Context: an optimization exercise on an open-source flow, tuned for small area and a short achievable clock period. The choices shown serve that exercise and are no tape-out recipe. Where RTL was checked, it was by simulation tests only, not by an equivalence proof against the original.

==> inputs of run H <==
## accum_bank
module accum_bank
#(
  parameter int COLS     = accum_bank_pkg::sys_cols,
  parameter int IN_W     = accum_bank_pkg::P_BITWIDTH,
  parameter int ACC_W    = 32,
  parameter int DEPTH    = 16,
  parameter bit SATURATE = 1'b1,
  localparam int ROW_W   = $clog2(DEPTH)
) (
  input  logic                  clk,
  input  logic                  rst,
  input  logic                  i_valid,
  input  logic                  i_first,
  input  logic                  i_last,
  input  logic [COLS*IN_W-1:0]  i_data,
  output logic [COLS-1:0]       o_valid,
  output logic [COLS*ROW_W-1:0] o_row,
  output logic [COLS*ACC_W-1:0] o_data,
  output logic [COLS-1:0]       o_ovf,
  output logic                  o_tile_done
);
  logic [accum_bank_pkg::ROW_MAX_W-1:0] row_q, row_d;
  logic                 done_q, done_d;
  accum_bank_pkg::acc_ctrl_t            head_s;
  localparam int CW = accum_bank_pkg::ROW_MAX_W + 3;   
  logic [COLS*CW-1:0]   ctrl_s;
  accum_bank_pkg::acc_ctrl_t tail_s;
  always_comb begin
    if (!i_valid) begin
      row_d = row_q;
    end else if (row_q == accum_bank_pkg::ROW_MAX_W'(DEPTH-1)) begin
      row_d = '0;
    end else begin
      row_d = row_q + accum_bank_pkg::ROW_MAX_W'(1);
    end
  end
  always_comb begin
    head_s.valid = i_valid;
    head_s.first = i_first;
    head_s.last  = i_last;
    head_s.row   = row_q;
    tail_s = ctrl_s[(COLS-1)*CW +: CW];
    done_d = tail_s.valid && tail_s.last &&
             (tail_s.row == accum_bank_pkg::ROW_MAX_W'(DEPTH-1));
  end
  always_ff @(posedge clk or posedge rst) begin
    if (rst) begin
      row_q  <= '0;
      done_q <= 1'b0;
    end else begin
      row_q  <= row_d;
      done_q <= done_d;
    end
  end
  assign o_tile_done = done_q;
  for (genvar c = 0; c < COLS; c++) begin : g_lane
    if (c == 0) begin : g_head
      assign ctrl_s[0 +: CW] = head_s;
    end else begin : g_skew
      accum_bank_pkg::acc_ctrl_t ctrl_q;
      always_ff @(posedge clk or posedge rst) begin
        if (rst) begin
          ctrl_q <= '0;
        end else begin
          ctrl_q <= ctrl_s[(c-1)*CW +: CW];
        end
      end
      assign ctrl_s[c*CW +: CW] = ctrl_q;
    end
    accum_column #(
      .IN_W    (IN_W),
      .ACC_W   (ACC_W),
      .DEPTH   (DEPTH),
      .SATURATE(SATURATE),
      .ROW_W   (ROW_W)
  ...
==> module accum_column, before the edit <==
module accum_column
#(
  parameter int IN_W     = accum_bank_pkg::P_BITWIDTH,
  parameter int ACC_W    = 32,
  parameter int DEPTH    = 16,
  parameter bit SATURATE = 1'b1,
  parameter int ROW_W    = $clog2(DEPTH)
) (
  input  logic             clk,
  input  logic             rst,
  input  accum_bank_pkg::acc_ctrl_t ctrl_i,
  input  logic [IN_W-1:0]  data_i,
  output logic             valid_o,
  output logic [ROW_W-1:0] row_o,
  output logic [ACC_W-1:0] data_o,
  output logic             ovf_o
);
  localparam logic [ACC_W-1:0] ACC_MAX = {1'b0, {(ACC_W-1){1'b1}}};
  localparam logic [ACC_W-1:0] ACC_MIN = {1'b1, {(ACC_W-1){1'b0}}};
  logic [ACC_W:0]   buf_q [DEPTH];
  logic [ACC_W:0]   rd_s;
  logic [ACC_W:0]   sum_s;
  logic [ACC_W-1:0] x_ext_s;
  logic [ACC_W-1:0] res_s;
  logic             ovf_s;
  logic             res_ovf_s;
  logic             emit_s;
  logic             valid_q, valid_d;
  logic [ROW_W-1:0] row_q, row_d;
  logic [ACC_W-1:0] data_q, data_d;
  logic             ovf_q, ovf_d;
  assign x_ext_s = ACC_W'($signed(data_i));
  always_comb begin
    rd_s = '0;
    for (int i = 0; i < DEPTH; i++) begin
      rd_s = (ctrl_i.row == accum_bank_pkg::ROW_MAX_W'(i)) ? buf_q[i] : rd_s;
    end
  end
  always_comb begin
    sum_s     = {rd_s[ACC_W-1], rd_s[ACC_W-1:0]} + {x_ext_s[ACC_W-1], x_ext_s};
    ovf_s     = sum_s[ACC_W] ^ sum_s[ACC_W-1];
    res_s     = sum_s[ACC_W-1:0];
    res_ovf_s = rd_s[ACC_W] | ovf_s;
    if (ctrl_i.first) begin
      res_s     = x_ext_s;
      res_ovf_s = 1'b0;
    end else if (ovf_s && SATURATE) begin
      res_s = sum_s[ACC_W] ? ACC_MIN : ACC_MAX;
    end else begin
      res_s = sum_s[ACC_W-1:0];
    end
  end
  always_comb begin
    emit_s  = ctrl_i.valid & ctrl_i.last;
    valid_d = emit_s;
    row_d   = emit_s ? ctrl_i.row[ROW_W-1:0] : row_q;
    data_d  = emit_s ? res_s : data_q;
    ovf_d   = emit_s ? res_ovf_s : ovf_q;
  end
  always_ff @(posedge clk) begin
    for (int i = 0; i < DEPTH; i++) begin
      if (ctrl_i.valid && (ctrl_i.row == accum_bank_pkg::ROW_MAX_W'(i))) begin
        buf_q[i] <= {res_ovf_s, res_s};
      end
    end
  end
  always_ff @(posedge clk or posedge rst) begin
    if (rst) begin
      valid_q <= 1'b0;
      row_q   <= '0;
      data_q  <= '0;
      ovf_q   <= 1'b0;
    end else begin
      valid_q <= valid_d;
      row_q   <= row_d;
      data_q  <= data_d;
      ovf_q   <= ovf_d;
    end
  end
  assign valid_o = valid_q;
  assign row_o   = row_q;
  assign data_o  = data_q;
  assign ovf_o   = ovf_q;
endmodule
==> module accum_bank, before the edit <==
module accum_bank
#(
  parameter int COLS     = accum_bank_pkg::sys_cols,
  parameter int IN_W     = accum_bank_pkg::P_BITWIDTH,
  parameter int ACC_W    = 32,
  parameter int DEPTH    = 16,
  parameter bit SATURATE = 1'b1,
  localparam int ROW_W   = $clog2(DEPTH)
) (
  input  logic                  clk,
  input  logic                  rst,
  input  logic                  i_valid,
  input  logic                  i_first,
  input  logic                  i_last,
  input  logic [COLS*IN_W-1:0]  i_data,
  output logic [COLS-1:0]       o_valid,
  output logic [COLS*ROW_W-1:0] o_row,
  output logic [COLS*ACC_W-1:0] o_data,
  output logic [COLS-1:0]       o_ovf,
  output logic                  o_tile_done
);
  logic [accum_bank_pkg::ROW_MAX_W-1:0] row_q, row_d;
  logic                 done_q, done_d;
  accum_bank_pkg::acc_ctrl_t            head_s;
  localparam int CW = accum_bank_pkg::ROW_MAX_W + 3;   
  logic [COLS*CW-1:0]   ctrl_s;
  accum_bank_pkg::acc_ctrl_t tail_s;
  always_comb begin
    if (!i_valid) begin
      row_d = row_q;
    end else if (row_q == accum_bank_pkg::ROW_MAX_W'(DEPTH-1)) begin
      row_d = '0;
    end else begin
      row_d = row_q + accum_bank_pkg::ROW_MAX_W'(1);
    end
  end
  always_comb begin
    head_s.valid = i_valid;
    head_s.first = i_first;
    head_s.last  = i_last;
    head_s.row   = row_q;
    tail_s = ctrl_s[(COLS-1)*CW +: CW];
    done_d = tail_s.valid && tail_s.last &&
             (tail_s.row == accum_bank_pkg::ROW_MAX_W'(DEPTH-1));
  end
  always_ff @(posedge clk or posedge rst) begin
    if (rst) begin
      row_q  <= '0;
      done_q <= 1'b0;
    end else begin
      row_q  <= row_d;
      done_q <= done_d;
    end
  end
  assign o_tile_done = done_q;
  for (genvar c = 0; c < COLS; c++) begin : g_lane
    if (c == 0) begin : g_head
      assign ctrl_s[0 +: CW] = head_s;
    end else begin : g_skew
      accum_bank_pkg::acc_ctrl_t ctrl_q;
      always_ff @(posedge clk or posedge rst) begin
        if (rst) begin
          ctrl_q <= '0;
        end else begin
          ctrl_q <= ctrl_s[(c-1)*CW +: CW];
        end
      end
      assign ctrl_s[c*CW +: CW] = ctrl_q;
    end
    accum_column #(
      .IN_W    (IN_W),
      .ACC_W   (ACC_W),
      .DEPTH   (DEPTH),
      .SATURATE(SATURATE),
      .ROW_W   (ROW_W)
    ) u_col (
      .clk    (clk),
      .rst    (rst),
      .ctrl_i (ctrl_s[c*CW +: CW]),
      .data_i (i_data[c*IN_W +: IN_W]),
      .valid_o(o_valid[c]),
      .row_o  (o_row[c*ROW_W +: ROW_W]),
      .data_o (o_data[c*ACC_W +: ACC_W]),
      .ovf_o  (o_ovf[c])
    );
  end
endmodule
clock: 7.5 ns
lec_check: 0
cap_margin: 20
core_margin: 2
core_utilization: 40
slew_margin: 20
run.sh (not shown) runs the stock make flow with config.mk's settings and CLKGATE_MAP_FILE= SYNTH_SCRIPT=/design/flow/synth_recipe.tcl, a recipe that flattens the netlist after the stock synthesis.
==> inputs of run F, as changes to run H <==
==> flow/design.v (replaced) <==
package accum_bank_pkg;
  localparam int sys_cols   = 4;
  localparam int P_BITWIDTH = 16;
endpackage
module accum_column
#(
  parameter int IN_W  = accum_bank_pkg::P_BITWIDTH,
  parameter int ACC_W = 32,
  parameter int DEPTH = 16
) (
  input  logic             clk,
  input  logic             valid_i,
  input  logic             first_i,
  input  logic [IN_W-1:0]  data_i,
  output logic [ACC_W-1:0] data_o,
  output logic             ovf_o
);
  localparam logic [ACC_W-1:0] ACC_MAX = {1'b0, {(ACC_W-1){1'b1}}};
  localparam logic [ACC_W-1:0] ACC_MIN = {1'b1, {(ACC_W-1){1'b0}}};
  logic [ACC_W:0] body_q [DEPTH-1];
  logic [ACC_W:0] tail_q;
  logic [ACC_W:0] head_s;
  logic [ACC_W-1:0] acc_s, x_ext_s, res_s;
  logic [ACC_W:0]   sum_s;
  logic             ovf_s, flag_s;
  assign head_s  = body_q[0];
  assign x_ext_s = ACC_W'($signed(data_i));
  assign acc_s   = first_i ? '0 : head_s[ACC_W-1:0];
  always_comb begin
    sum_s  = {acc_s[ACC_W-1], acc_s} + {x_ext_s[ACC_W-1], x_ext_s};
    ovf_s  = sum_s[ACC_W] ^ sum_s[ACC_W-1];
    flag_s = (~first_i & head_s[ACC_W]) | ovf_s;
    if (ovf_s) res_s = sum_s[ACC_W] ? ACC_MIN : ACC_MAX;
    else       res_s = sum_s[ACC_W-1:0];
  end
  always_ff @(posedge clk) begin
    if (valid_i) begin
      tail_q <= {flag_s, res_s};
      body_q[DEPTH-2] <= tail_q;
      for (int i = 0; i < DEPTH-2; i++) body_q[i] <= body_q[i+1];
    end
  end
  assign data_o = tail_q[ACC_W-1:0];
  assign ovf_o  = tail_q[ACC_W];
endmodule
module accum_bank
#(
  parameter int COLS     = accum_bank_pkg::sys_cols,
  parameter int IN_W     = accum_bank_pkg::P_BITWIDTH,
  parameter int ACC_W    = 32,
  parameter int DEPTH    = 16,
  parameter bit SATURATE = 1'b1,
  localparam int ROW_W   = $clog2(DEPTH)
) (
  input  logic                  clk,
  input  logic                  rst,
  input  logic                  i_valid,
  input  logic                  i_first,
  input  logic                  i_last,
  input  logic [COLS*IN_W-1:0]  i_data,
  output logic [COLS-1:0]       o_valid,
  output logic [COLS*ROW_W-1:0] o_row,
  output logic [COLS*ACC_W-1:0] o_data,
  output logic [COLS-1:0]       o_ovf,
  output logic                  o_tile_done
);
  logic [COLS:0]  v_s, e_s, f_s;
  logic [ROW_W-1:0] r_s [COLS+1];
  logic [ROW_W-1:0] row_q;
  logic             done_q;
  always_ff @(posedge clk or posedge rst) begin
    if (rst) row_q <= '0;
    else if (i_valid) row_q <= row_q + 1'b1;
  end
  assign v_s[0] = i_valid;
  assign e_s[0] = i_valid & i_last;
  assign f_s[0] = i_first;
  assign r_s[0] = row_q;
  for (genvar s = 1; s <= COLS; s++) begin : g_stage
    always_ff @(posedge clk or posedge rst) begin
      if (rst) begin
        v_s[s] <= 1'b0;
        e_s[s] <= 1'b0;
      end else begin
        v_s[s] <= v_s[s-1];
        e_s[s] <= e_s[s-1];
      end
    end
    always_ff @(posedge clk) begin
      f_s[s] <= f_s[s-1];
      r_s[s] <= r_s[s-1];
    end
  end
  always_ff @(posedge clk or posedge rst) begin
    if (rst) done_q <= 1'b0;
    else     done_q <= e_s[COLS-1] & (r_s[COLS-1] == ROW_W'(DEPTH-1));
  end
  assign o_tile_done = done_q;
  for (genvar c = 0; c < COLS; c++) begin : g_lane
    accum_column #(
      .IN_W (IN_W),
      .ACC_W(ACC_W),
      .DEPTH(DEPTH)
    ) u_col (
      .clk    (clk),
      .valid_i(v_s[c]),
      .first_i(f_s[c]),
      .data_i (i_data[c*IN_W +: IN_W]),
      .data_o (o_data[c*ACC_W +: ACC_W]),
      .ovf_o  (o_ovf[c])
    );
    assign o_valid[c]             = e_s[c+1];
    assign o_row[c*ROW_W +: ROW_W] = r_s[c+1];
  end
endmodule
==> out/results.ini <==
[outcome]
outcome = no timing/DRC/antenna violations

[synth]
synth_seq_area_share_pct = 71.8

[global_routing]
use_met2_pct = 36.9
grt_pass1_vias = 60600

[final_layout]
drive_above_1_share_pct = 16.2
multi_input_area_share_pct = 22.9

[die]
taps = 3150

[critical_path]
r2r-start = row_q[4]

[drt]
dr_wl_met2_um = 133000

[placed_design]
hpwlAfterDp_um = 183000

# the run above: run H

==> out/results.ini <==
[critical_path]
r2r-start = g_lane[3].u_col.first_i

[die]
taps = 2370

[synth]
synth_seq_area_share_pct = 88.1

[drt]
dr_wl_met2_um = 51900

[final_layout]
multi_input_area_share_pct = 9.65

[outcome]
outcome = no timing/DRC/antenna violations

[placed_design]
hpwlAfterDp_um = 68200

[global_routing]
grt_pass1_vias = 29600

[worst_hold_path]
min_from = r_s[2][3]

# the run above: run F

The RTL of run F was laid out without a check of its function.

[re-timing with driven ports]
No port has a modelled driver above. Below, the same layouts with a new extraction and two added sets of constraints. Step 1 (the two cells are an assumption about what drives the block):
set clk [get_ports {clk}]
set_driving_cell -lib_cell sky130_fd_sc_hd__clkbuf_16 $clk
set_driving_cell -lib_cell sky130_fd_sc_hd__buf_2 [delete_from_list [all_inputs] $clk]
Step 2 times the ports against the registers' clock, not the clock port: input delays grow and output delays shrink by t, the midpoint of the rising clock arrivals with the driver on. Three values: no drivers, after step 1, after step 2; two values: the first two.
run | t, ns | setup WS [ns] | worst setup path at the end | worst slew at a driven data input, ns | pins driven straight from the clock port
run H | 0.953 | 0.447 / 0.447 / 0.447 | register to register | 0.09 | 1
run F | 0.875 | 2.039 / 2.081 / 1.205 | input to register | 0.07 | 1
After both steps setup and hold are still met in every run listed. The setup slack of run F, which loses most, moves by +0.042 ns with the drivers and by -0.834 ns with both steps.
